This is an optimization exercise on Yosys and OpenROAD, whose aim is small area, a short achievable clock period and few clock cycles per item, not a production implementation. Function was checked by simulation only, so behaviour that the tests miss may differ from the original. Power and IR drop assume default switching activity.

// fpPipeline
module fpPipeline (
    input  logic                                   CP,
    input  logic                                   MR,
    input  logic                                   sendIn,
    output logic                                   ackOut,
    input  logic [dfpPacketPkg::IN_PACKET_WIDTH-1:0]  packetIn,
    output logic                                   sendOut,
    input  logic                                   ackIn,
    output logic [dfpPacketPkg::OUT_PACKET_WIDTH-1:0] packetOut
);
Size in the first run: roughly 2600 cells after synthesis, ~520 flip-flops, about 110 I/O pins, about 26000 um2 of cells after synthesis.
==> flow/config.mk <==
export PLATFORM = sky130hd
export DESIGN_NAME = fpPipeline
export DESIGN_NICKNAME = fpPipeline
export VERILOG_FILES = /design/flow/design.v
export SDC_FILE = /design/flow/constraint.sdc
export NUM_CORES = 4
export LEC_CHECK = 0
export ABC_AREA = 1
export CAP_MARGIN = 20
export CORE_MARGIN = 2
export CORE_UTILIZATION = 40
export CTS_CLUSTER_DIAMETER = 80
export CTS_CLUSTER_SIZE = 30
export PLACE_DENSITY = 0.75
export SETUP_SLACK_MARGIN = 5
export SLEW_MARGIN = 20
==> flow/constraint.sdc <==
create_clock -name core_clock -period 8.0 [get_ports {CP}]
set_input_delay 1.6000 -clock core_clock [delete_from_list [all_inputs] [get_ports {CP}]]
set_output_delay 1.6000 -clock core_clock [all_outputs]
set_load 0.01 [all_outputs]
standard.sh (not shown) runs the stock make flow with config.mk's settings and CLKGATE_MAP_FILE= SYNTH_SCRIPT=/design/flow/synth_recipe.tcl, a recipe that flattens the netlist after the stock synthesis.
==> flow/flow/run.sh <==
#!/bin/bash
# The standard layout (the standard.sh, standard synthesis unchanged) with
# two changes: ports are buffered with sky130_fd_sc_hd__buf_2 cells, and timing
# repair aims for 5.2 ns of setup slack (a 2.8 ns period) instead of 5.
# make's full output goes to flow_make.log; ORFS keeps each step's log under orfs/logs.
set -euo pipefail
bash standard.sh "BUFFER_PORTS_ARGS=-buffer_cell sky130_fd_sc_hd__buf_2" SETUP_SLACK_MARGIN=5.2 finish > flow_make.log 2>&1
The baseline finished clean.
Testbench counts at the start, summed over its fixed seeds: cycles 16,024, items 16,000.
==> next run, changes <==
==> flow/flow/run.sh (replaced) <==
#!/bin/bash
# The standard layout (the standard.sh, standard synthesis unchanged) with
# one change: ports are buffered with sky130_fd_sc_hd__buf_2 cells.
# make's full output goes to flow_make.log; ORFS keeps each step's log under orfs/logs.
set -euo pipefail
bash standard.sh "BUFFER_PORTS_ARGS=-buffer_cell sky130_fd_sc_hd__buf_2" finish > flow_make.log 2>&1
CORE_UTILIZATION = 50   (was 40)
The new run went through all stages and came out clean.
Worst setup slack loses 76 ps.
Core utilization rises by 11 points.
Cell area went down by 2.0%.
Non-clock buffer count drops by 11.
Routed wire length goes up by 3.9%.
Global-route usage goes up by 6.0 points.
Synthesized area does not change.
Sequential power stays flat.
Total power hardly moves.
==> next run, changes <==
CORE_UTILIZATION = 40   (was 50)
What happened: The new run completed with no timing, DRC or antenna violations. First-iteration DRC count is lower by 7.0%. Wire length decreases by 4.4%. Core utilization went down by 11 points. Global-route usage fell by 6.1 points. Clock-buffer cell count decreases by 5. Die area grows by 25%. Non-clock buffer count drops by 13.

Setup of exp/zinc:
Another version of the RTL of fpPipeline (not shown whole).
Size: roughly 2600 cells after synthesis, ~530 flip-flops, roughly 110 I/O pins, about 26000 sq um of cells after synthesis.
Settings: LEC_CHECK=0, ABC_AREA=1, CAP_MARGIN=20, CORE_MARGIN=2, CORE_UTILIZATION=40, CTS_CLUSTER_DIAMETER=80, CTS_CLUSTER_SIZE=30, PLACE_DENSITY=0.75, SETUP_SLACK_MARGIN=5, SLEW_MARGIN=20; clock period 8.0 ns.
==> flow/flow/run.sh <==
#!/bin/bash
# The standard layout (the standard.sh, standard synthesis unchanged) with
# two changes: ports are buffered with sky130_fd_sc_hd__buf_2 cells, and timing
# repair aims for 5.25 ns of setup slack (a 2.75 ns period) instead of 5.
# make's full output goes to flow_make.log; ORFS keeps each step's log under orfs/logs.
set -euo pipefail
bash standard.sh "BUFFER_PORTS_ARGS=-buffer_cell sky130_fd_sc_hd__buf_2" SETUP_SLACK_MARGIN=5.25 finish > flow_make.log 2>&1
Testbench counts of exp/zinc, summed over its fixed seeds: cycles 16,024, items 16,000.
#### Input delta (exp/fjord over exp/zinc)
Settings: swapping 40 for 45 in CORE_UTILIZATION.
==> flow/flow/run.sh <==
#!/bin/bash
# The standard layout (the standard.sh, standard synthesis unchanged) with
# two changes: ports are buffered with sky130_fd_sc_hd__buf_2 cells, and timing
# repair aims for 5.2 ns of setup slack (a 2.8 ns period) instead of 5.
# make's full output goes to flow_make.log; ORFS keeps each step's log under orfs/logs.
set -euo pipefail
bash standard.sh "BUFFER_PORTS_ARGS=-buffer_cell sky130_fd_sc_hd__buf_2" SETUP_SLACK_MARGIN=5.2 finish > flow_make.log 2>&1
--- outcome ---
exp/fjord finished every stage and its layout cleared the timing, DRC and antenna checks. | non-clock buffer count | exp/fjord vs exp/zinc | 2 higher |. Looking at met2 layer wire length in the routed design, exp/fjord sits about 5.4% above exp/zinc. Total power ended up about 1.3% lower on exp/fjord than on exp/zinc. | internal power summed over all cells | lower: exp/fjord |.
Input-level comparison between exp/raven and exp/fjord:
Settings: changing PLACE_DENSITY from 0.75 to 0.7; changing CORE_UTILIZATION from 45 to 40.
==> run summary <==
Comparing exp/fjord against exp/raven, there is no change at all in share of synthesized area occupied by flip-flops and latches.
exp/raven vs exp/fjord, highest net fanout along the worst path went down by 2.
Between exp/fjord and exp/raven, number of vias in the routed layout is higher for exp/fjord, exp/raven comes in under that.

separate check: timing with driven ports:
In the flow no input, the clock included, has a driving cell. The finished layouts below were timed again as built, in two steps.
Step 1: set_driving_cell puts a clkbuf_16 on CP and a buf_2 on each other input, an assumption about the parent block.
Step 2, shift: input delay + t, output delay - t, t = (earliest + latest rising clock arrival at the registers) / 2. This alone moves slack from input paths to output paths.
Three values: no drivers, after step 1, after step 2; two values: the first two.
run | t, ns | setup WS [ns] | worst data-port slew with drivers (ns)
the first run of note 1 | 0.656 | 4.996 / 4.996 / 4.757 | 0.10
the second run of note 1 | 0.656 | 4.920 / 4.920 / 4.920 | 0.09
the third run of note 1 | 0.655 | 5.008 / 5.008 / 5.008 | 0.09
exp/zinc | 0.646 | 5.142 / 5.137 / 4.491 | 0.06
exp/fjord | 0.660 | 5.053 / 5.053 / 4.481 | 0.05
exp/raven | 0.676 | 5.151 / 5.138 / 4.529 | 0.08
After both steps setup and hold are still met in every run listed. For exp/zinc, which loses most, drivers alone change the setup slack by -0.005 ns; drivers and shift together by -0.651 ns.
